From an optimization exercise on the open Yosys and OpenROAD flow, aimed at small area, a short achievable clock period and few clock cycles per item; shortcuts taken in it are not production practice. The RTL was checked by simulation tests, not by an equivalence proof against the original design. Power is estimated from default activity; no workload was simulated.

==> flow/design.v <==
module hb_interp2 #(
    parameter int unsigned DW   = 16,
    parameter int unsigned ACCW = 36
) (
    input  logic                 clk,
    input  logic                 reset,
    input  logic signed [DW-1:0] x_in,
    input  logic                 x_in_valid,
    output logic                 x_in_ready,
    output logic signed [DW-1:0] y_out,
    output logic                 y_out_valid
);
    logic ph, rq, vq, v1, v2, v3, v4, v5, yv;
    logic [15:0] xr;
    logic [7:0] ra[14], rb[14];
    logic [8:0] q0, q1, q2, q3, q4, q5, q6;
    logic [23:0] ta, tb, z;
    logic [15:0] r2, u2, y;
    logic [15:0] bsel, asat;
    logic sa, sb;
    logic [7:0] pa[14];
    assign x_in_ready  = ph & ~rq;
    assign y_out       = y;
    assign y_out_valid = yv;
    always_ff @(posedge clk or posedge reset) begin
        if (reset) rq <= 1'b1;
        else       rq <= 1'b0;
    end
    always_ff @(posedge clk or posedge reset) begin
        if (reset) begin
            ph <= 1'b0; vq <= 1'b0; v1 <= 1'b0; v2 <= 1'b0; v3 <= 1'b0;
            v4 <= 1'b0; v5 <= 1'b0; yv <= 1'b0;
        end else begin
            ph <= ~ph;
            vq <= x_in_valid & x_in_ready;
            v1 <= vq; v2 <= v1; v3 <= v2; v4 <= v3; v5 <= v4;
            yv <= v4 | v5;
        end
    end
    assign sa = vq & ~rq;
    assign sb = ~vq & ~rq;
    always_ff @(posedge clk) begin
        xr <= x_in;
        ra[0] <= ({8{sa}} & xr[7:0]) | ({8{sb}} & rb[0]);
        rb[0] <= ({8{sa}} & xr[15:8]) | ({8{sb}} & ra[0]);
        for (int k = 1; k < 14; k++) begin
            ra[k] <= ({8{sa}} & rb[k-1]) | ({8{sb}} & rb[k]);
            rb[k] <= ({8{sa}} & ra[k-1]) | ({8{sb}} & ra[k]);
        end
    end
    always_comb begin
        for (int k = 0; k < 14; k++) pa[k] = {ra[k][7] ^ ~ph, ra[k][6:0]};
    end
    always_ff @(posedge clk) begin
        q0 <= {1'b0, pa[0]} + {1'b0, pa[13]};
        q1 <= {1'b0, pa[1]} + {1'b0, pa[12]};
        q2 <= {1'b0, pa[2]} + {1'b0, pa[11]};
        q3 <= {1'b0, pa[3]} + {1'b0, pa[10]};
        q4 <= {1'b0, pa[4]} + {1'b0, pa[9]};
        q5 <= {1'b0, pa[5]} + {1'b0, pa[8]};
        q6 <= {1'b0, pa[6]} + {1'b0, pa[7]};
    end
    wire s1, c2, s3, c4, s5, c6, s7, c8, s9, c10, s11, c12, s13, c14, s15, c16, s17, c18, s19, c20, s21, c22, s23, c24, s25, c26, s27, c28, s29, c30, s31, c32, s33, c34, s35, c36, s37, c38, s39, c40, s41, c42, s43, c44, s45, c46, s47, c48, s49, c50, s51, c52, s53, c54, s55, c56, s57, c58, s59, c60, s61, c62, s63, c64, s65, c66, s67, c68, s69, c70, s71, c72, s73, c74, s75, c76, s77, c78, s79, c80, s81, c82, s83, c84, s85, c86, s87, c88, s89, c90, s91, c92, s93, c94, s95, c96, s97, c98, s99, c100, s101, c102, s103, c104, s105, c106, s107, c108, s109, c110, s111, c112, s113, c114, s115, c116, s117, c118, s119, c120, s121, c122, s123, c124, s125, c126, s127, c128, s129, c130, s131, c132, s133, c134, s135, c136, s137, c138, s139, c140, s141, c142, s143, c144, s145, c146, s147, c148, s149, c150, s151, c152, s153, c154, s155, c156, s157, c158, s159, c160, s161, c162, s163, c164, s165, c166, s167, c168, s169, c170, s171, c172, s173, c174, s175, c176, s177, c178, s179, c180, s181, c182, s183, c184, s185, c186, s187, c188, s189, c190, s191, c192, s193, c194, s195, c196, s197, c198, s199, c200, s201, c202, s203, c204, s205, c206, s207, c208, s209, c210, s211, c212, s213, c214, s215, c216, s217, c218, s219, c220, s221, c222, s223, c224, s225, c226, s227, c228, s229, c230, s231, c232, s233, c234, s235, c236, s237, c238, s239, c240, s241, c242, s243, c244, s245, c246, s247, c248, s249, c250, s251, c252, s253, c254, s255, c256, s257, c258, s259, c260, s261, c262, s263, c264, s265, c266, s267, c268, s269, c270, s271, c272, s273, c274, s275, c276, s277, c278, s279, c280, s281, c282, s283, c284, s285, c286, s287, c288, s289, c290, s291, c292, s293, c294, s295, c296, s297, c298, s299, c300, s301, c302, s303, c304, s305, c306, s307, c308, s309, c310, s311, c312, s313, c314, s315, c316, s317, c318, s319, c320, s321, c322, s323, c324, s325, c326, s327, c328, s329, c330, s331, c332, s333, c334, s335, c336, s337, c338, s339, c340, s341, c342, s343, c344, s345, c346, s347, c348, s349, c350, s351, c352, s353, c354, s355, c356, s357, c358, s359, c360, s361, c362, s363, c364, s365, c366, s367, c368, s369, c370, s371, c372, s373, c374, s375, c376, s377, c378, s379, c380, s381, c382, s383, c384, s385, c386, s387, c388, s389, c390, s391, c392, s393, c394, s395, c396, s397, c398, s399, c400, s401, c402, s403, c404, s405, c406, s407, c408, s409, c410, s411, c412, s413, c414, s415, c416, s417, c418, s419, c420, s421, c422, s423, c424, s425, c426, s427, c428, s429, c430, s431, c432, s433, c434, s435, c436, s437, c438, s439, c440, s441, c442, s443, c444, s445, c446, s447, c448, s449, c450, s451, c452, s453, c454, s455, c456, s457, c458, s459, c460, s461, c462, s463, c464, s465, c466, s467, c468, s469, c470, s471, c472, s473, c474, s475, c476, s477, c478, s479, c480, s481, c482;
    assign s1 = q0[7] ^ q0[6] ^ ~q1[7];
    assign c2 = (q0[7] & q0[6]) | (q0[7] & ~q1[7]) | (q0[6] & ~q1[7]);
    assign s3 = q1[4] ^ ~q1[2];
    assign c4 = q1[4] & ~q1[2];
    assign s5 = q0[8] ^ q0[7] ^ ~q1[8];
    assign c6 = (q0[8] & q0[7]) | (q0[8] & ~q1[8]) | (q0[7] & ~q1[8]);
    assign s7 = q1[5] ^ ~q1[3] ^ q2[8];
    assign c8 = (q1[5] & ~q1[3]) | (q1[5] & q2[8]) | (~q1[3] & q2[8]);
    assign s9 = q2[6] ^ ~q2[4] ^ q2[1];
    assign c10 = (q2[6] & ~q2[4]) | (q2[6] & q2[1]) | (~q2[4] & q2[1]);
    assign s11 = q0[8] ^ q1[6] ^ ~q1[4];
    assign c12 = (q0[8] & q1[6]) | (q0[8] & ~q1[4]) | (q1[6] & ~q1[4]);
    assign s13 = q2[7] ^ ~q2[5];
    assign c14 = q2[7] & ~q2[5];
    assign s15 = q1[7] ^ ~q1[5];
    assign c16 = q1[7] & ~q1[5];
    assign s17 = q0[4] ^ q0[3] ^ ~q1[4];
    assign c18 = (q0[4] & q0[3]) | (q0[4] & ~q1[4]) | (q0[3] & ~q1[4]);
    assign s19 = q1[1] ^ q2[4];
    assign c20 = q1[1] & q2[4];
    assign s21 = q0[5] ^ q0[4] ^ ~q1[5];
    assign c22 = (q0[5] & q0[4]) | (q0[5] & ~q1[5]) | (q0[4] & ~q1[5]);
    assign s23 = q1[2] ^ ~q1[0] ^ q2[5];
    assign c24 = (q1[2] & ~q1[0]) | (q1[2] & q2[5]) | (~q1[0] & q2[5]);
    assign s25 = q2[3] ^ ~q2[1];
    assign c26 = q2[3] & ~q2[1];
    assign s27 = q0[6] ^ q0[5] ^ ~q1[6];
    assign c28 = (q0[6] & q0[5]) | (q0[6] & ~q1[6]) | (q0[5] & ~q1[6]);
    assign s29 = q1[3] ^ ~q1[1] ^ q2[6];
    assign c30 = (q1[3] & ~q1[1]) | (q1[3] & q2[6]) | (~q1[1] & q2[6]);
    assign s31 = q2[4] ^ ~q2[2] ^ ~q3[5];
    assign c32 = (q2[4] & ~q2[2]) | (q2[4] & ~q3[5]) | (~q2[2] & ~q3[5]);
    assign s33 = ~q3[3] ^ ~q4[5] ^ ~q4[3];
    assign c34 = (~q3[3] & ~q4[5]) | (~q3[3] & ~q4[3]) | (~q4[5] & ~q4[3]);
    assign s35 = q4[0] ^ ~q5[6];
    assign c36 = q4[0] & ~q5[6];
    assign s37 = s1 ^ s3 ^ q2[7];
    assign c38 = (s1 & s3) | (s1 & q2[7]) | (s3 & q2[7]);
    assign s39 = q2[5] ^ ~q2[3] ^ q2[0];
    assign c40 = (q2[5] & ~q2[3]) | (q2[5] & q2[0]) | (~q2[3] & q2[0]);
    assign s41 = ~q3[6] ^ ~q3[4] ^ q3[0];
    assign c42 = (~q3[6] & ~q3[4]) | (~q3[6] & q3[0]) | (~q3[4] & q3[0]);
    assign s43 = ~q4[6] ^ ~q4[4] ^ q4[1];
    assign c44 = (~q4[6] & ~q4[4]) | (~q4[6] & q4[1]) | (~q4[4] & q4[1]);
    assign s45 = ~q5[7] ^ q5[1] ^ q6[7];
    assign c46 = (~q5[7] & q5[1]) | (~q5[7] & q6[7]) | (q5[1] & q6[7]);
    assign s47 = q6[5] ^ ~q6[3];
    assign c48 = q6[5] & ~q6[3];
    assign s49 = s5 ^ s7 ^ s9;
    assign c50 = (s5 & s7) | (s5 & s9) | (s7 & s9);
    assign s51 = ~q3[7] ^ ~q3[5] ^ q3[1];
    assign c52 = (~q3[7] & ~q3[5]) | (~q3[7] & q3[1]) | (~q3[5] & q3[1]);
    assign s53 = ~q4[7] ^ ~q4[5] ^ q4[2];
    assign c54 = (~q4[7] & ~q4[5]) | (~q4[7] & q4[2]) | (~q4[5] & q4[2]);
    assign s55 = ~q5[8] ^ q5[2] ^ q5[0];
    assign c56 = (~q5[8] & q5[2]) | (~q5[8] & q5[0]) | (q5[2] & q5[0]);
    assign s57 = q6[8] ^ q6[6] ^ ~q6[4];
    assign c58 = (q6[8] & q6[6]) | (q6[8] & ~q6[4]) | (q6[6] & ~q6[4]);
    assign s59 = ~q6[2] ^ ph ^ c2;
    assign c60 = (~q6[2] & ph) | (~q6[2] & c2) | (ph & c2);
    assign s61 = s11 ^ s13 ^ q2[2];
    assign c62 = (s11 & s13) | (s11 & q2[2]) | (s13 & q2[2]);
    assign s63 = ~q3[8] ^ ~q3[6] ^ q3[2];
    assign c64 = (~q3[8] & ~q3[6]) | (~q3[8] & q3[2]) | (~q3[6] & q3[2]);
    assign s65 = ~q3[0] ^ ~q4[8] ^ ~q4[6];
    assign c66 = (~q3[0] & ~q4[8]) | (~q3[0] & ~q4[6]) | (~q4[8] & ~q4[6]);
    assign s67 = q4[3] ^ q5[3] ^ q5[1];
    assign c68 = (q4[3] & q5[3]) | (q4[3] & q5[1]) | (q5[3] & q5[1]);
    assign s69 = q6[7] ^ ~q6[5] ^ ~q6[3];
    assign c70 = (q6[7] & ~q6[5]) | (q6[7] & ~q6[3]) | (~q6[5] & ~q6[3]);
    assign s71 = 1'b1 ^ c6 ^ c8;
    assign c72 = (1'b1 & c6) | (1'b1 & c8) | (c6 & c8);
    assign s73 = s15 ^ q2[8] ^ ~q2[6];
    assign c74 = (s15 & q2[8]) | (s15 & ~q2[6]) | (q2[8] & ~q2[6]);
    assign s75 = q2[3] ^ ~q3[7] ^ q3[3];
    assign c76 = (q2[3] & ~q3[7]) | (q2[3] & q3[3]) | (~q3[7] & q3[3]);
    assign s77 = ~q3[1] ^ ~q4[7] ^ q4[4];
    assign c78 = (~q3[1] & ~q4[7]) | (~q3[1] & q4[4]) | (~q4[7] & q4[4]);
    assign s79 = q4[0] ^ q5[4] ^ q5[2];
    assign c80 = (q4[0] & q5[4]) | (q4[0] & q5[2]) | (q5[4] & q5[2]);
    assign s81 = q5[0] ^ q6[8] ^ ~q6[6];
    assign c82 = (q5[0] & q6[8]) | (q5[0] & ~q6[6]) | (q6[8] & ~q6[6]);
    assign s83 = ~q6[4] ^ 1'b1 ^ c12;
    assign c84 = (~q6[4] & 1'b1) | (~q6[4] & c12) | (1'b1 & c12);
    assign s85 = q1[8] ^ ~q1[6] ^ ~q2[7];
    assign c86 = (q1[8] & ~q1[6]) | (q1[8] & ~q2[7]) | (~q1[6] & ~q2[7]);
    assign s87 = q2[4] ^ ~q3[8] ^ q3[4];
    assign c88 = (q2[4] & ~q3[8]) | (q2[4] & q3[4]) | (~q3[8] & q3[4]);
    assign s89 = ~q3[2] ^ ~q4[8] ^ q4[5];
    assign c90 = (~q3[2] & ~q4[8]) | (~q3[2] & q4[5]) | (~q4[8] & q4[5]);
    assign s91 = q4[1] ^ q5[5] ^ q5[3];
    assign c92 = (q4[1] & q5[5]) | (q4[1] & q5[3]) | (q5[5] & q5[3]);
    assign s93 = q5[1] ^ ~q6[7] ^ ~q6[5];
    assign c94 = (q5[1] & ~q6[7]) | (q5[1] & ~q6[5]) | (~q6[7] & ~q6[5]);
    assign s95 = ~q1[7] ^ ~q2[8] ^ q2[5];
    assign c96 = (~q1[7] & ~q2[8]) | (~q1[7] & q2[5]) | (~q2[8] & q2[5]);
    assign s97 = q3[5] ^ ~q3[3] ^ q4[6];
    assign c98 = (q3[5] & ~q3[3]) | (q3[5] & q4[6]) | (~q3[3] & q4[6]);
    assign s99 = q4[2] ^ q5[6] ^ q5[4];
    assign c100 = (q4[2] & q5[6]) | (q4[2] & q5[4]) | (q5[6] & q5[4]);
    assign s101 = ~q1[8] ^ q2[6] ^ q3[6];
    assign c102 = (~q1[8] & q2[6]) | (~q1[8] & q3[6]) | (q2[6] & q3[6]);
    assign s103 = ~q3[4] ^ q4[7] ^ q4[3];
    assign c104 = (~q3[4] & q4[7]) | (~q3[4] & q4[3]) | (q4[7] & q4[3]);
    assign s105 = q2[7] ^ q3[7] ^ ~q3[5];
    assign c106 = (q2[7] & q3[7]) | (q2[7] & ~q3[5]) | (q3[7] & ~q3[5]);
    assign s107 = q0[2] ^ q0[1] ^ ~q1[2];
    assign c108 = (q0[2] & q0[1]) | (q0[2] & ~q1[2]) | (q0[1] & ~q1[2]);
    assign s109 = q0[3] ^ q0[2] ^ ~q1[3];
    assign c110 = (q0[3] & q0[2]) | (q0[3] & ~q1[3]) | (q0[2] & ~q1[3]);
    assign s111 = q1[0] ^ q2[3] ^ q2[1];
    assign c112 = (q1[0] & q2[3]) | (q1[0] & q2[1]) | (q2[3] & q2[1]);
    assign s113 = ~q3[2] ^ ~q3[0];
    assign c114 = ~q3[2] & ~q3[0];
    assign s115 = s17 ^ s19 ^ q2[2];
    assign c116 = (s17 & s19) | (s17 & q2[2]) | (s19 & q2[2]);
    assign s117 = ~q2[0] ^ ~q3[3] ^ ~q3[1];
    assign c118 = (~q2[0] & ~q3[3]) | (~q2[0] & ~q3[1]) | (~q3[3] & ~q3[1]);
    assign s119 = ~q4[3] ^ ~q4[1] ^ ~q5[4];
    assign c120 = (~q4[3] & ~q4[1]) | (~q4[3] & ~q5[4]) | (~q4[1] & ~q5[4]);
    assign s121 = q6[4] ^ q6[2];
    assign c122 = q6[4] & q6[2];
    assign s123 = s21 ^ s23 ^ s25;
    assign c124 = (s21 & s23) | (s21 & s25) | (s23 & s25);
    assign s125 = ~q3[4] ^ ~q3[2] ^ ~q4[4];
    assign c126 = (~q3[4] & ~q3[2]) | (~q3[4] & ~q4[4]) | (~q3[2] & ~q4[4]);
    assign s127 = ~q4[2] ^ ~q5[5] ^ q6[5];
    assign c128 = (~q4[2] & ~q5[5]) | (~q4[2] & q6[5]) | (~q5[5] & q6[5]);
    assign s129 = q6[3] ^ ~q6[1] ^ c18;
    assign c130 = (q6[3] & ~q6[1]) | (q6[3] & c18) | (~q6[1] & c18);
    assign s131 = s27 ^ s29 ^ s31;
    assign c132 = (s27 & s29) | (s27 & s31) | (s29 & s31);
    assign s133 = s33 ^ s35 ^ q5[0];
    assign c134 = (s33 & s35) | (s33 & q5[0]) | (s35 & q5[0]);
    assign s135 = q6[6] ^ q6[4] ^ ~q6[2];
    assign c136 = (q6[6] & q6[4]) | (q6[6] & ~q6[2]) | (q6[4] & ~q6[2]);
    assign s137 = ~q6[0] ^ c22 ^ c24;
    assign c138 = (~q6[0] & c22) | (~q6[0] & c24) | (c22 & c24);
    assign s139 = s37 ^ s39 ^ s41;
    assign c140 = (s37 & s39) | (s37 & s41) | (s39 & s41);
    assign s141 = s43 ^ s45 ^ s47;
    assign c142 = (s43 & s45) | (s43 & s47) | (s45 & s47);
    assign s143 = ~q6[1] ^ 1'b1 ^ c28;
    assign c144 = (~q6[1] & 1'b1) | (~q6[1] & c28) | (1'b1 & c28);
    assign s145 = c30 ^ c32 ^ c34;
    assign c146 = (c30 & c32) | (c30 & c34) | (c32 & c34);
    assign s147 = s49 ^ s51 ^ s53;
    assign c148 = (s49 & s51) | (s49 & s53) | (s51 & s53);
    assign s149 = s55 ^ s57 ^ s59;
    assign c150 = (s55 & s57) | (s55 & s59) | (s57 & s59);
    assign s151 = c4 ^ c38 ^ c40;
    assign c152 = (c4 & c38) | (c4 & c40) | (c38 & c40);
    assign s153 = c42 ^ c44 ^ c46;
    assign c154 = (c42 & c44) | (c42 & c46) | (c44 & c46);
    assign s155 = s61 ^ s63 ^ s65;
    assign c156 = (s61 & s63) | (s61 & s65) | (s63 & s65);
    assign s157 = s67 ^ s69 ^ s71;
    assign c158 = (s67 & s69) | (s67 & s71) | (s69 & s71);
    assign s159 = c10 ^ c50 ^ c52;
    assign c160 = (c10 & c50) | (c10 & c52) | (c50 & c52);
    assign s161 = c54 ^ c56 ^ c58;
    assign c162 = (c54 & c56) | (c54 & c58) | (c56 & c58);
    assign s163 = s73 ^ s75 ^ s77;
    assign c164 = (s73 & s75) | (s73 & s77) | (s75 & s77);
    assign s165 = s79 ^ s81 ^ s83;
    assign c166 = (s79 & s81) | (s79 & s83) | (s81 & s83);
    assign s167 = c14 ^ c62 ^ c64;
    assign c168 = (c14 & c62) | (c14 & c64) | (c62 & c64);
    assign s169 = c66 ^ c68 ^ c70;
    assign c170 = (c66 & c68) | (c66 & c70) | (c68 & c70);
    assign s171 = s85 ^ s87 ^ s89;
    assign c172 = (s85 & s87) | (s85 & s89) | (s87 & s89);
    assign s173 = s91 ^ s93 ^ q6[0];
    assign c174 = (s91 & s93) | (s91 & q6[0]) | (s93 & q6[0]);
    assign s175 = c16 ^ c74 ^ c76;
    assign c176 = (c16 & c74) | (c16 & c76) | (c74 & c76);
    assign s177 = c78 ^ c80 ^ c82;
    assign c178 = (c78 & c80) | (c78 & c82) | (c80 & c82);
    assign s179 = s95 ^ s97 ^ s99;
    assign c180 = (s95 & s97) | (s95 & s99) | (s97 & s99);
    assign s181 = q5[2] ^ ~q5[0] ^ ~q6[8];
    assign c182 = (q5[2] & ~q5[0]) | (q5[2] & ~q6[8]) | (~q5[0] & ~q6[8]);
    assign s183 = ~q6[6] ^ q6[1] ^ c86;
    assign c184 = (~q6[6] & q6[1]) | (~q6[6] & c86) | (q6[1] & c86);
    assign s185 = c88 ^ c90 ^ c92;
    assign c186 = (c88 & c90) | (c88 & c92) | (c90 & c92);
    assign s187 = s101 ^ s103 ^ q5[7];
    assign c188 = (s101 & s103) | (s101 & q5[7]) | (s103 & q5[7]);
    assign s189 = q5[5] ^ q5[3] ^ ~q5[1];
    assign c190 = (q5[5] & q5[3]) | (q5[5] & ~q5[1]) | (q5[3] & ~q5[1]);
    assign s191 = ~q6[7] ^ q6[2] ^ q6[0];
    assign c192 = (~q6[7] & q6[2]) | (~q6[7] & q6[0]) | (q6[2] & q6[0]);
    assign s193 = 1'b1 ^ c96 ^ c98;
    assign c194 = (1'b1 & c96) | (1'b1 & c98) | (c96 & c98);
    assign s195 = s105 ^ q4[8] ^ q4[4];
    assign c196 = (s105 & q4[8]) | (s105 & q4[4]) | (q4[8] & q4[4]);
    assign s197 = q5[8] ^ q5[6] ^ q5[4];
    assign c198 = (q5[8] & q5[6]) | (q5[8] & q5[4]) | (q5[6] & q5[4]);
    assign s199 = ~q5[2] ^ ~q6[8] ^ q6[3];
    assign c200 = (~q5[2] & ~q6[8]) | (~q5[2] & q6[3]) | (~q6[8] & q6[3]);
    assign s201 = q6[1] ^ 1'b1 ^ c102;
    assign c202 = (q6[1] & 1'b1) | (q6[1] & c102) | (1'b1 & c102);
    assign s203 = q2[8] ^ q3[8] ^ ~q3[6];
    assign c204 = (q2[8] & q3[8]) | (q2[8] & ~q3[6]) | (q3[8] & ~q3[6]);
    assign s205 = q4[5] ^ q5[7] ^ q5[5];
    assign c206 = (q4[5] & q5[7]) | (q4[5] & q5[5]) | (q5[7] & q5[5]);
    assign s207 = ~q5[3] ^ q6[4] ^ q6[2];
    assign c208 = (~q5[3] & q6[4]) | (~q5[3] & q6[2]) | (q6[4] & q6[2]);
    assign s209 = ~q3[7] ^ q4[6];
    assign c210 = ~q3[7] & q4[6];
    assign s211 = q0[1] ^ q0[0] ^ ~q1[1];
    assign c212 = (q0[1] & q0[0]) | (q0[1] & ~q1[1]) | (q0[0] & ~q1[1]);
    assign s213 = q2[1] ^ ~q3[0];
    assign c214 = q2[1] & ~q3[0];
    assign s215 = s107 ^ q2[2] ^ q2[0];
    assign c216 = (s107 & q2[2]) | (s107 & q2[0]) | (q2[2] & q2[0]);
    assign s217 = ~q3[1] ^ ~q4[1] ^ ~q5[2];
    assign c218 = (~q3[1] & ~q4[1]) | (~q3[1] & ~q5[2]) | (~q4[1] & ~q5[2]);
    assign s219 = q6[2] ^ q6[0];
    assign c220 = q6[2] & q6[0];
    assign s221 = s109 ^ s111 ^ s113;
    assign c222 = (s109 & s111) | (s109 & s113) | (s111 & s113);
    assign s223 = ~q4[2] ^ ~q4[0] ^ ~q5[3];
    assign c224 = (~q4[2] & ~q4[0]) | (~q4[2] & ~q5[3]) | (~q4[0] & ~q5[3]);
    assign s225 = q6[3] ^ q6[1] ^ c108;
    assign c226 = (q6[3] & q6[1]) | (q6[3] & c108) | (q6[1] & c108);
    assign s227 = s115 ^ s117 ^ s119;
    assign c228 = (s115 & s117) | (s115 & s119) | (s117 & s119);
    assign s229 = s121 ^ ~q6[0] ^ 1'b1;
    assign c230 = (s121 & ~q6[0]) | (s121 & 1'b1) | (~q6[0] & 1'b1);
    assign s231 = c110 ^ c112 ^ c114;
    assign c232 = (c110 & c112) | (c110 & c114) | (c112 & c114);
    assign s233 = s123 ^ s125 ^ s127;
    assign c234 = (s123 & s125) | (s123 & s127) | (s125 & s127);
    assign s235 = s129 ^ c20 ^ c116;
    assign c236 = (s129 & c20) | (s129 & c116) | (c20 & c116);
    assign s237 = c118 ^ c120 ^ c122;
    assign c238 = (c118 & c120) | (c118 & c122) | (c120 & c122);
    assign s239 = s131 ^ s133 ^ s135;
    assign c240 = (s131 & s133) | (s131 & s135) | (s133 & s135);
    assign s241 = s137 ^ c26 ^ c124;
    assign c242 = (s137 & c26) | (s137 & c124) | (c26 & c124);
    assign s243 = c126 ^ c128 ^ c130;
    assign c244 = (c126 & c128) | (c126 & c130) | (c128 & c130);
    assign s245 = s139 ^ s141 ^ s143;
    assign c246 = (s139 & s141) | (s139 & s143) | (s141 & s143);
    assign s247 = s145 ^ c36 ^ c132;
    assign c248 = (s145 & c36) | (s145 & c132) | (c36 & c132);
    assign s249 = c134 ^ c136 ^ c138;
    assign c250 = (c134 & c136) | (c134 & c138) | (c136 & c138);
    assign s251 = s147 ^ s149 ^ s151;
    assign c252 = (s147 & s149) | (s147 & s151) | (s149 & s151);
    assign s253 = s153 ^ c48 ^ c140;
    assign c254 = (s153 & c48) | (s153 & c140) | (c48 & c140);
    assign s255 = c142 ^ c144 ^ c146;
    assign c256 = (c142 & c144) | (c142 & c146) | (c144 & c146);
    assign s257 = s155 ^ s157 ^ s159;
    assign c258 = (s155 & s157) | (s155 & s159) | (s157 & s159);
    assign s259 = s161 ^ c60 ^ c148;
    assign c260 = (s161 & c60) | (s161 & c148) | (c60 & c148);
    assign s261 = c150 ^ c152 ^ c154;
    assign c262 = (c150 & c152) | (c150 & c154) | (c152 & c154);
    assign s263 = s163 ^ s165 ^ s167;
    assign c264 = (s163 & s165) | (s163 & s167) | (s165 & s167);
    assign s265 = s169 ^ c72 ^ c156;
    assign c266 = (s169 & c72) | (s169 & c156) | (c72 & c156);
    assign s267 = c158 ^ c160 ^ c162;
    assign c268 = (c158 & c160) | (c158 & c162) | (c160 & c162);
    assign s269 = s171 ^ s173 ^ s175;
    assign c270 = (s171 & s173) | (s171 & s175) | (s173 & s175);
    assign s271 = s177 ^ c84 ^ c164;
    assign c272 = (s177 & c84) | (s177 & c164) | (c84 & c164);
    assign s273 = c166 ^ c168 ^ c170;
    assign c274 = (c166 & c168) | (c166 & c170) | (c168 & c170);
    assign s275 = s179 ^ s181 ^ s183;
    assign c276 = (s179 & s181) | (s179 & s183) | (s181 & s183);
    assign s277 = s185 ^ c94 ^ c172;
    assign c278 = (s185 & c94) | (s185 & c172) | (c94 & c172);
    assign s279 = c174 ^ c176 ^ c178;
    assign c280 = (c174 & c176) | (c174 & c178) | (c176 & c178);
    assign s281 = s187 ^ s189 ^ s191;
    assign c282 = (s187 & s189) | (s187 & s191) | (s189 & s191);
    assign s283 = s193 ^ c100 ^ c180;
    assign c284 = (s193 & c100) | (s193 & c180) | (c100 & c180);
    assign s285 = c182 ^ c184 ^ c186;
    assign c286 = (c182 & c184) | (c182 & c186) | (c184 & c186);
    assign s287 = s195 ^ s197 ^ s199;
    assign c288 = (s195 & s197) | (s195 & s199) | (s197 & s199);
    assign s289 = s201 ^ c104 ^ c188;
    assign c290 = (s201 & c104) | (s201 & c188) | (c104 & c188);
    assign s291 = c190 ^ c192 ^ c194;
    assign c292 = (c190 & c192) | (c190 & c194) | (c192 & c194);
    assign s293 = s203 ^ s205 ^ s207;
    assign c294 = (s203 & s205) | (s203 & s207) | (s205 & s207);
    assign s295 = 1'b1 ^ c106 ^ c196;
    assign c296 = (1'b1 & c106) | (1'b1 & c196) | (c106 & c196);
    assign s297 = c198 ^ c200 ^ c202;
    assign c298 = (c198 & c200) | (c198 & c202) | (c200 & c202);
    assign s299 = s209 ^ q5[8] ^ q5[6];
    assign c300 = (s209 & q5[8]) | (s209 & q5[6]) | (q5[8] & q5[6]);
    assign s301 = ~q5[4] ^ q6[5] ^ q6[3];
    assign c302 = (~q5[4] & q6[5]) | (~q5[4] & q6[3]) | (q6[5] & q6[3]);
    assign s303 = c204 ^ c206 ^ c208;
    assign c304 = (c204 & c206) | (c204 & c208) | (c206 & c208);
    assign s305 = ~q3[8] ^ q4[7] ^ q5[7];
    assign c306 = (~q3[8] & q4[7]) | (~q3[8] & q5[7]) | (q4[7] & q5[7]);
    assign s307 = ~q5[5] ^ q6[6] ^ q6[4];
    assign c308 = (~q5[5] & q6[6]) | (~q5[5] & q6[4]) | (q6[6] & q6[4]);
    assign s309 = 1'b1 ^ c210;
    assign c310 = 1'b1 & c210;
    assign s311 = q4[8] ^ q5[8] ^ ~q5[6];
    assign c312 = (q4[8] & q5[8]) | (q4[8] & ~q5[6]) | (q5[8] & ~q5[6]);
    assign s313 = q0[0] ^ ~q1[0];
    assign c314 = q0[0] & ~q1[0];
    assign s315 = s211 ^ s213 ^ ~q4[0];
    assign c316 = (s211 & s213) | (s211 & ~q4[0]) | (s213 & ~q4[0]);
    assign s317 = ~q5[1] ^ q6[1];
    assign c318 = ~q5[1] & q6[1];
    assign s319 = s215 ^ s217 ^ s219;
    assign c320 = (s215 & s217) | (s215 & s219) | (s217 & s219);
    assign s321 = 1'b1 ^ c212 ^ c214;
    assign c322 = (1'b1 & c212) | (1'b1 & c214) | (c212 & c214);
    assign s323 = s221 ^ s223 ^ s225;
    assign c324 = (s221 & s223) | (s221 & s225) | (s223 & s225);
    assign s325 = c216 ^ c218 ^ c220;
    assign c326 = (c216 & c218) | (c216 & c220) | (c218 & c220);
    assign s327 = s227 ^ s229 ^ s231;
    assign c328 = (s227 & s229) | (s227 & s231) | (s229 & s231);
    assign s329 = c222 ^ c224 ^ c226;
    assign c330 = (c222 & c224) | (c222 & c226) | (c224 & c226);
    assign s331 = s233 ^ s235 ^ s237;
    assign c332 = (s233 & s235) | (s233 & s237) | (s235 & s237);
    assign s333 = c228 ^ c230 ^ c232;
    assign c334 = (c228 & c230) | (c228 & c232) | (c230 & c232);
    assign s335 = s239 ^ s241 ^ s243;
    assign c336 = (s239 & s241) | (s239 & s243) | (s241 & s243);
    assign s337 = c234 ^ c236 ^ c238;
    assign c338 = (c234 & c236) | (c234 & c238) | (c236 & c238);
    assign s339 = s245 ^ s247 ^ s249;
    assign c340 = (s245 & s247) | (s245 & s249) | (s247 & s249);
    assign s341 = c240 ^ c242 ^ c244;
    assign c342 = (c240 & c242) | (c240 & c244) | (c242 & c244);
    assign s343 = s251 ^ s253 ^ s255;
    assign c344 = (s251 & s253) | (s251 & s255) | (s253 & s255);
    assign s345 = c246 ^ c248 ^ c250;
    assign c346 = (c246 & c248) | (c246 & c250) | (c248 & c250);
    assign s347 = s257 ^ s259 ^ s261;
    assign c348 = (s257 & s259) | (s257 & s261) | (s259 & s261);
    assign s349 = c252 ^ c254 ^ c256;
    assign c350 = (c252 & c254) | (c252 & c256) | (c254 & c256);
    assign s351 = s263 ^ s265 ^ s267;
    assign c352 = (s263 & s265) | (s263 & s267) | (s265 & s267);
    assign s353 = c258 ^ c260 ^ c262;
    assign c354 = (c258 & c260) | (c258 & c262) | (c260 & c262);
    assign s355 = s269 ^ s271 ^ s273;
    assign c356 = (s269 & s271) | (s269 & s273) | (s271 & s273);
    assign s357 = c264 ^ c266 ^ c268;
    assign c358 = (c264 & c266) | (c264 & c268) | (c266 & c268);
    assign s359 = s275 ^ s277 ^ s279;
    assign c360 = (s275 & s277) | (s275 & s279) | (s277 & s279);
    assign s361 = c270 ^ c272 ^ c274;
    assign c362 = (c270 & c272) | (c270 & c274) | (c272 & c274);
    assign s363 = s281 ^ s283 ^ s285;
    assign c364 = (s281 & s283) | (s281 & s285) | (s283 & s285);
    assign s365 = c276 ^ c278 ^ c280;
    assign c366 = (c276 & c278) | (c276 & c280) | (c278 & c280);
    assign s367 = s287 ^ s289 ^ s291;
    assign c368 = (s287 & s289) | (s287 & s291) | (s289 & s291);
    assign s369 = c282 ^ c284 ^ c286;
    assign c370 = (c282 & c284) | (c282 & c286) | (c284 & c286);
    assign s371 = s293 ^ s295 ^ s297;
    assign c372 = (s293 & s295) | (s293 & s297) | (s295 & s297);
    assign s373 = c288 ^ c290 ^ c292;
    assign c374 = (c288 & c290) | (c288 & c292) | (c290 & c292);
    assign s375 = s299 ^ s301 ^ s303;
    assign c376 = (s299 & s301) | (s299 & s303) | (s301 & s303);
    assign s377 = c294 ^ c296 ^ c298;
    assign c378 = (c294 & c296) | (c294 & c298) | (c296 & c298);
    assign s379 = s305 ^ s307 ^ s309;
    assign c380 = (s305 & s307) | (s305 & s309) | (s307 & s309);
    assign s381 = c300 ^ c302 ^ c304;
    assign c382 = (c300 & c302) | (c300 & c304) | (c302 & c304);
    assign s383 = s311 ^ q6[7] ^ q6[5];
    assign c384 = (s311 & q6[7]) | (s311 & q6[5]) | (q6[7] & q6[5]);
    assign s385 = c306 ^ c308 ^ c310;
    assign c386 = (c306 & c308) | (c306 & c310) | (c308 & c310);
    assign s387 = ~q5[7] ^ q6[8] ^ q6[6];
    assign c388 = (~q5[7] & q6[8]) | (~q5[7] & q6[6]) | (q6[8] & q6[6]);
    assign s389 = 1'b1 ^ c312;
    assign c390 = 1'b1 & c312;
    assign s391 = ~q5[8] ^ q6[7];
    assign c392 = ~q5[8] & q6[7];
    assign s393 = s313 ^ q2[0];
    assign c394 = s313 & q2[0];
    assign s395 = s315 ^ s317 ^ 1'b1;
    assign c396 = (s315 & s317) | (s315 & 1'b1) | (s317 & 1'b1);
    assign s397 = s319 ^ s321 ^ c316;
    assign c398 = (s319 & s321) | (s319 & c316) | (s321 & c316);
    assign s399 = s323 ^ s325 ^ c320;
    assign c400 = (s323 & s325) | (s323 & c320) | (s325 & c320);
    assign s401 = s327 ^ s329 ^ c324;
    assign c402 = (s327 & s329) | (s327 & c324) | (s329 & c324);
    assign s403 = s331 ^ s333 ^ c328;
    assign c404 = (s331 & s333) | (s331 & c328) | (s333 & c328);
    assign s405 = s335 ^ s337 ^ c332;
    assign c406 = (s335 & s337) | (s335 & c332) | (s337 & c332);
    assign s407 = s339 ^ s341 ^ c336;
    assign c408 = (s339 & s341) | (s339 & c336) | (s341 & c336);
    assign s409 = s343 ^ s345 ^ c340;
    assign c410 = (s343 & s345) | (s343 & c340) | (s345 & c340);
    assign s411 = s347 ^ s349 ^ c344;
    assign c412 = (s347 & s349) | (s347 & c344) | (s349 & c344);
    assign s413 = s351 ^ s353 ^ c348;
    assign c414 = (s351 & s353) | (s351 & c348) | (s353 & c348);
    assign s415 = s355 ^ s357 ^ c352;
    assign c416 = (s355 & s357) | (s355 & c352) | (s357 & c352);
    assign s417 = s359 ^ s361 ^ c356;
    assign c418 = (s359 & s361) | (s359 & c356) | (s361 & c356);
    assign s419 = s363 ^ s365 ^ c360;
    assign c420 = (s363 & s365) | (s363 & c360) | (s365 & c360);
    assign s421 = s367 ^ s369 ^ c364;
    assign c422 = (s367 & s369) | (s367 & c364) | (s369 & c364);
    assign s423 = s371 ^ s373 ^ c368;
    assign c424 = (s371 & s373) | (s371 & c368) | (s373 & c368);
    assign s425 = s375 ^ s377 ^ c372;
    assign c426 = (s375 & s377) | (s375 & c372) | (s377 & c372);
    assign s427 = s379 ^ s381 ^ c376;
    assign c428 = (s379 & s381) | (s379 & c376) | (s381 & c376);
    assign s429 = s383 ^ s385 ^ c380;
    assign c430 = (s383 & s385) | (s383 & c380) | (s385 & c380);
    assign s431 = s387 ^ s389 ^ c384;
    assign c432 = (s387 & s389) | (s387 & c384) | (s389 & c384);
    assign s433 = s391 ^ 1'b1 ^ c388;
    assign c434 = (s391 & 1'b1) | (s391 & c388) | (1'b1 & c388);
    assign s435 = q6[8] ^ ph;
    assign c436 = q6[8] & ph;
    assign s437 = s393 ^ ~q5[0];
    assign c438 = s393 & ~q5[0];
    assign s439 = s395 ^ c314 ^ c394;
    assign c440 = (s395 & c314) | (s395 & c394) | (c314 & c394);
    assign s441 = s397 ^ c318 ^ c396;
    assign c442 = (s397 & c318) | (s397 & c396) | (c318 & c396);
    assign s443 = s399 ^ c322 ^ c398;
    assign c444 = (s399 & c322) | (s399 & c398) | (c322 & c398);
    assign s445 = s401 ^ c326 ^ c400;
    assign c446 = (s401 & c326) | (s401 & c400) | (c326 & c400);
    assign s447 = s403 ^ c330 ^ c402;
    assign c448 = (s403 & c330) | (s403 & c402) | (c330 & c402);
    assign s449 = s405 ^ c334 ^ c404;
    assign c450 = (s405 & c334) | (s405 & c404) | (c334 & c404);
    assign s451 = s407 ^ c338 ^ c406;
    assign c452 = (s407 & c338) | (s407 & c406) | (c338 & c406);
    assign s453 = s409 ^ c342 ^ c408;
    assign c454 = (s409 & c342) | (s409 & c408) | (c342 & c408);
    assign s455 = s411 ^ c346 ^ c410;
    assign c456 = (s411 & c346) | (s411 & c410) | (c346 & c410);
    assign s457 = s413 ^ c350 ^ c412;
    assign c458 = (s413 & c350) | (s413 & c412) | (c350 & c412);
    assign s459 = s415 ^ c354 ^ c414;
    assign c460 = (s415 & c354) | (s415 & c414) | (c354 & c414);
    assign s461 = s417 ^ c358 ^ c416;
    assign c462 = (s417 & c358) | (s417 & c416) | (c358 & c416);
    assign s463 = s419 ^ c362 ^ c418;
    assign c464 = (s419 & c362) | (s419 & c418) | (c362 & c418);
    assign s465 = s421 ^ c366 ^ c420;
    assign c466 = (s421 & c366) | (s421 & c420) | (c366 & c420);
    assign s467 = s423 ^ c370 ^ c422;
    assign c468 = (s423 & c370) | (s423 & c422) | (c370 & c422);
    assign s469 = s425 ^ c374 ^ c424;
    assign c470 = (s425 & c374) | (s425 & c424) | (c374 & c424);
    assign s471 = s427 ^ c378 ^ c426;
    assign c472 = (s427 & c378) | (s427 & c426) | (c378 & c426);
    assign s473 = s429 ^ c382 ^ c428;
    assign c474 = (s429 & c382) | (s429 & c428) | (c382 & c428);
    assign s475 = s431 ^ c386 ^ c430;
    assign c476 = (s431 & c386) | (s431 & c430) | (c386 & c430);
    assign s477 = s433 ^ c390 ^ c432;
    assign c478 = (s433 & c390) | (s433 & c432) | (c390 & c432);
    assign s479 = s435 ^ c392 ^ c434;
    assign c480 = (s435 & c392) | (s435 & c434) | (c392 & c434);
    assign s481 = ~ph ^ c436;
    assign c482 = ~ph & c436;
    always_ff @(posedge clk) begin
        ta <= {1'b1, s481, s479, s477, s475, s473, s471, s469, s467, s465, s463, s461, s459, s457, s455, s453, s451, s449, s447, s445, s443, s441, s439, s437};
        tb <= {c482, c480, c478, c476, c474, c472, c470, c468, c466, c464, c462, c460, c458, c456, c454, c452, c450, c448, c446, c444, c442, c440, c438, q6[0]};
    end
    assign z = ta + tb + ({24{~ph}} & {{8{r2[15]}}, r2});
    always_comb begin
        if (z[22] != z[21]) asat = z[22] ? 16'h8000 : 16'h7fff;
        else                asat = z[21:6];
        if (v1 & v3)      bsel = {rb[8], ra[8]};
        else if (v1 | v3) bsel = {rb[7], ra[7]};
        else              bsel = {rb[6], ra[6]};
    end
    always_ff @(posedge clk) begin
        r2 <= z[23:8];
        y  <= ph ? bsel : asat;
    end
endmodule
==> flow/run.sh <==
#!/bin/bash
# synth_recipe.tcl (not shown) runs the flow's synth.tcl, then flattens the netlist and writes it again
# the make line also repeats each setting of config.mk as NAME=value (left out here)
make -C /OpenROAD-flow-scripts/flow DESIGN_CONFIG=/design/flow/config.mk WORK_HOME=/design/flow/orfs CLKGATE_MAP_FILE= SYNTH_SCRIPT=/design/flow/synth_recipe.tcl finish
==> flow/config.mk <==
export PLATFORM = sky130hd
export DESIGN_NAME = hb_interp2
export DESIGN_NICKNAME = hb_interp2
export VERILOG_FILES = /design/flow/design.v
export SDC_FILE = /design/flow/constraint.sdc
export NUM_CORES = 4
export LEC_CHECK = 0
export CAP_MARGIN = 20
export CORE_MARGIN = 2
export CORE_UTILIZATION = 40
export PLACE_DENSITY = 0.6
export SLEW_MARGIN = 20
==> flow/constraint.sdc <==
create_clock -name core_clock -period 6.0 [get_ports {clk}]
set_input_delay 1.2000 -clock core_clock [delete_from_list [all_inputs] [get_ports {clk}]]
set_output_delay 1.2000 -clock core_clock [all_outputs]
set_load 0.01 [all_outputs]
==> flow_summary.toml <==
[run_status]
status = "finished clean"

[floorplanning]
core_sq_um = 52600
rows = 84
pin_count = 37
die_area_sq_um = 55100
die_w_microns = 235
die_y_microns = 235
initial_core_util_pct = 40.5

[logic_synthesis]
ys_ff_latch = 391
ys_top_cells_by_area = "dfxtp_1, fa_1, mux2i_1"
synth_nets = 2343
synth_top_area_share_pct = 35.9
seq_area_frac_synth_pct = 37.0
ys.flop_type = "dfxtp_1"
yosysWarnings = 4
netlist_area_sq_um = 21300
syn_area_per_cell_sq_um = 10.8
ys_types = 62
synth_edf_count = 0
yosysTopAreaCell = "dfxtp_1"
synth_cells = 1977
async_reset_ff_share_pct = 2.30

[sta]
fin_crit_sh_pct = 73.6
period_minus_slack_ns = 4.42
hold_viol_final = 0
tns_ns = 0
max_freq_ghz = 0.226
finClkSkew_ns = 0.0187
rsz0062_at_grt = "no"
relSlewSlack_pct = 31.5
drv_slew = 0
setup-violations-final = 0
tightest_slew_ns = 1.02

[clocking]
cts_buffers = 43
clk_path_buf_depth = 3
cts_tree = "built"
clock_latency_ns = 0.58
htreeDepth = 2
cts_sinks = 391
cts_hold_buf = 0
cts_setup_buffers = 0
cts-root-buf = "clkbuf_16"
clk_pin_slew_ns = 0.06
ctsResizeCount = 0

[grt]
grt_pass1_vias = 14300
grt_max_degree = 135
grt_pass1_wl_microns = 82400
track_usage_pct = 19.5
overflow = 0
antenna_found_initial = 2

[critical_path]
rrSetupSlack_ns = 1.58
arrival_ns = 4.89
cp.required_ns = 6.48
path_class = "flop to flop"
start_kind = "flop"
regToRegEndpoint = "y[13]"
crit_path_max_fanout = 26
rr_startpoint = "ph"
r2r.worst_path.cells = 10
critPathCaptureType = "flop"

[drt]
viasPerCell = 4.87
dr_total_vias = 13200
drt_wl_total_microns = 52500
drt_first_pass_iters = 4
dr.first_iter.drc_count = 687
ant_nets = 0
wire_per_inst_microns = 19.4
post-route-drc-count = 0

[placed_design]
place_congestion = 0.920
dp_hpwl_microns = 42100
postPlaceCellArea_sq_um = 22300
numPortBuffers = 36

[hold_path]
hp-start = "v2"
worst_hold_path_type = "flop to flop"
hold_end = "v3"
min_path_cells = 0

[flow_run]
cap_violations = 0

[pwr]
p_per_area_nw_per_um2 = 299
p_leak_nw = 10.1
peakVddDrop_v = 0.000219

[final_layout]
final_cell_area_sq_um = 23700
synthToLayoutAreaGrowth_pct = 11.5
nets = 2358
diodes = 0
drive_gt1_share_pct = 4.79
final_cell_mix = "dfxtp_1, inv_1, fa_1"
fillers = 4883
final_common_cell = "dfxtp_1"
## cells by family (layout without fill, tap and decap cells)
group	after synthesis	in the layout	synth area share, %
muxes	225	225	10.6
xor gates and xnor gates	67	67	2.76
adders and majority gates	347	347	28.8
AOI/OAI and AO/OA	213	213	7.11
buffers and inverters	414	463	7.43
other	1	1	0.0176
DFF	391	391	37.0
and+or+nand+nor	319	319	6.29
## synthesized netlist by cell type, types with 3 or more instances
library cell / instances
nand2b_1: 5
a21o_1: 30
buf_2: 4
nor3_1: 5
nor2_1: 238
a211oi_1: 4
and3_1: 5
clkbuf_1: 45
ha_1: 108
dfxtp_1: 382
o31ai_1: 15
fa_1: 239
o21ai_1: 3
o22a_1: 14
mux2i_1: 225
nor2b_1: 18
buf_6: 3
and2_1: 4
nand2_1: 19
o21ai_0: 34
dfrtp_1: 8
inv_1: 342
xnor2_1: 50
o21bai_1: 15
or3_1: 4
buf_1: 19
o22ai_1: 8
nand3_1: 13
a21oi_1: 47
a31oi_1: 8
a22oi_1: 8
xor2_1: 17
## critical path: stages, from the launching register on
cell and delay [ns]:
dfrtp_2 0.62, nor2b_1 0.85, fa_1 0.56, ha_1 0.35, a21oi_1 0.27, o211ai_1 0.17
a21oi_1 0.19, a221oi_2 0.09, o21ai_1 0.73, a31oi_4 0.26, a22oi_1 0.24
## routing by layer
layer,global-route usage [%],wire length (microns)
met1,25.1,23200
met5,0,13
met3,3.85,2650
met4,7.35,1850
met2,32.5,24800
## report_power, final
part | total [mW] | internal [mW] | switching, mW
logic | 1.55 | 0.586 | 0.963
clock network | 2.67 | 1.60 | 1.07
registers | 2.87 | 2.79 | 0.0846
## through the flow
step | worst slack [ns] | power [mW] | hold slack [ns] | utilization, % | std cells
after floorplan | 2.01 | 3.91 | 0.331 | - | 1977
after global placement | 1.76 | 4.46 | 0.337 | 42.4 | 2635
after detailed placement | 1.59 | 4.48 | 0.337 | 42.4 | 2635
after CTS | 1.58 | 7.19 | 0.358 | 45.2 | 2714
after global routing | 1.18 | 7.43 | 0.360 | 45.2 | 2714
final | 1.58 | 7.09 | 0.357 | 45.2 | 2714
## worst max-delay path by stage
stage                     cells past startpoint     to  start
after detailed placement                     13  y[14]     ph
after global routing                         13  y[13]     ph
final                                        10  y[13]     ph
after CTS                                    13  y[14]     ph
after global placement                       11  y[14]     ph
after floorplan                              11  ta[8]  q2[1]
## flip-flops by register name, summed over array words and instances, names as in the netlist, 9 cells and up
signal and cells:
q1 9, tb 24, q4 9, q3 9
q0 9, rb 112, ta 23, ra 112
xr 16, q2 9, q5 9, y 16
q6 9, r2 16
## cell type report
type | count | area, sq um | area share [%]
multi-input combinational | 1172 | 11800 | 49.9
inverter | 343 | 1290 | 5.42
clock buffer | 62 | 1270 | 5.35
sequential | 391 | 7880 | 33.2
timing repair buffer | 41 | 410 | 1.73
clock inverter | 17 | 184 | 0.775
tap | 688 | 861 | 3.63
Testbench counts, summed over its fixed seeds: cycles 4,136, samples 2,048.

-- static timing again, ports no longer ideal --
How much do the figures lean on ideal ports? The routed layout below was timed once more, with nothing changed but the port constraints.
Step 1, drivers: a clkbuf_16 drives clk and a buf_2 each remaining input, both assumed.
Step 2 adds t to the input delays and takes it off the output delays; t is the mean of the earliest and latest rising clock arrival at the registers after step 1. Input paths then give back, and output paths get back, about the clock's delay inside the block.
Slacks: ideal ports / drivers / drivers and shift; pairs: ideal ports / drivers.
t (ns): 0.621
setup slack, ns: 1.585 / 1.585 / 1.585
worst register clock-pin slew, ns: 0.07 / 0.07
worst data-port slew with drivers (ns): 0.04
After both steps setup and hold are still met in this run. For this run, drivers alone change the setup slack by 0.000 ns; drivers and shift together by 0.000 ns.
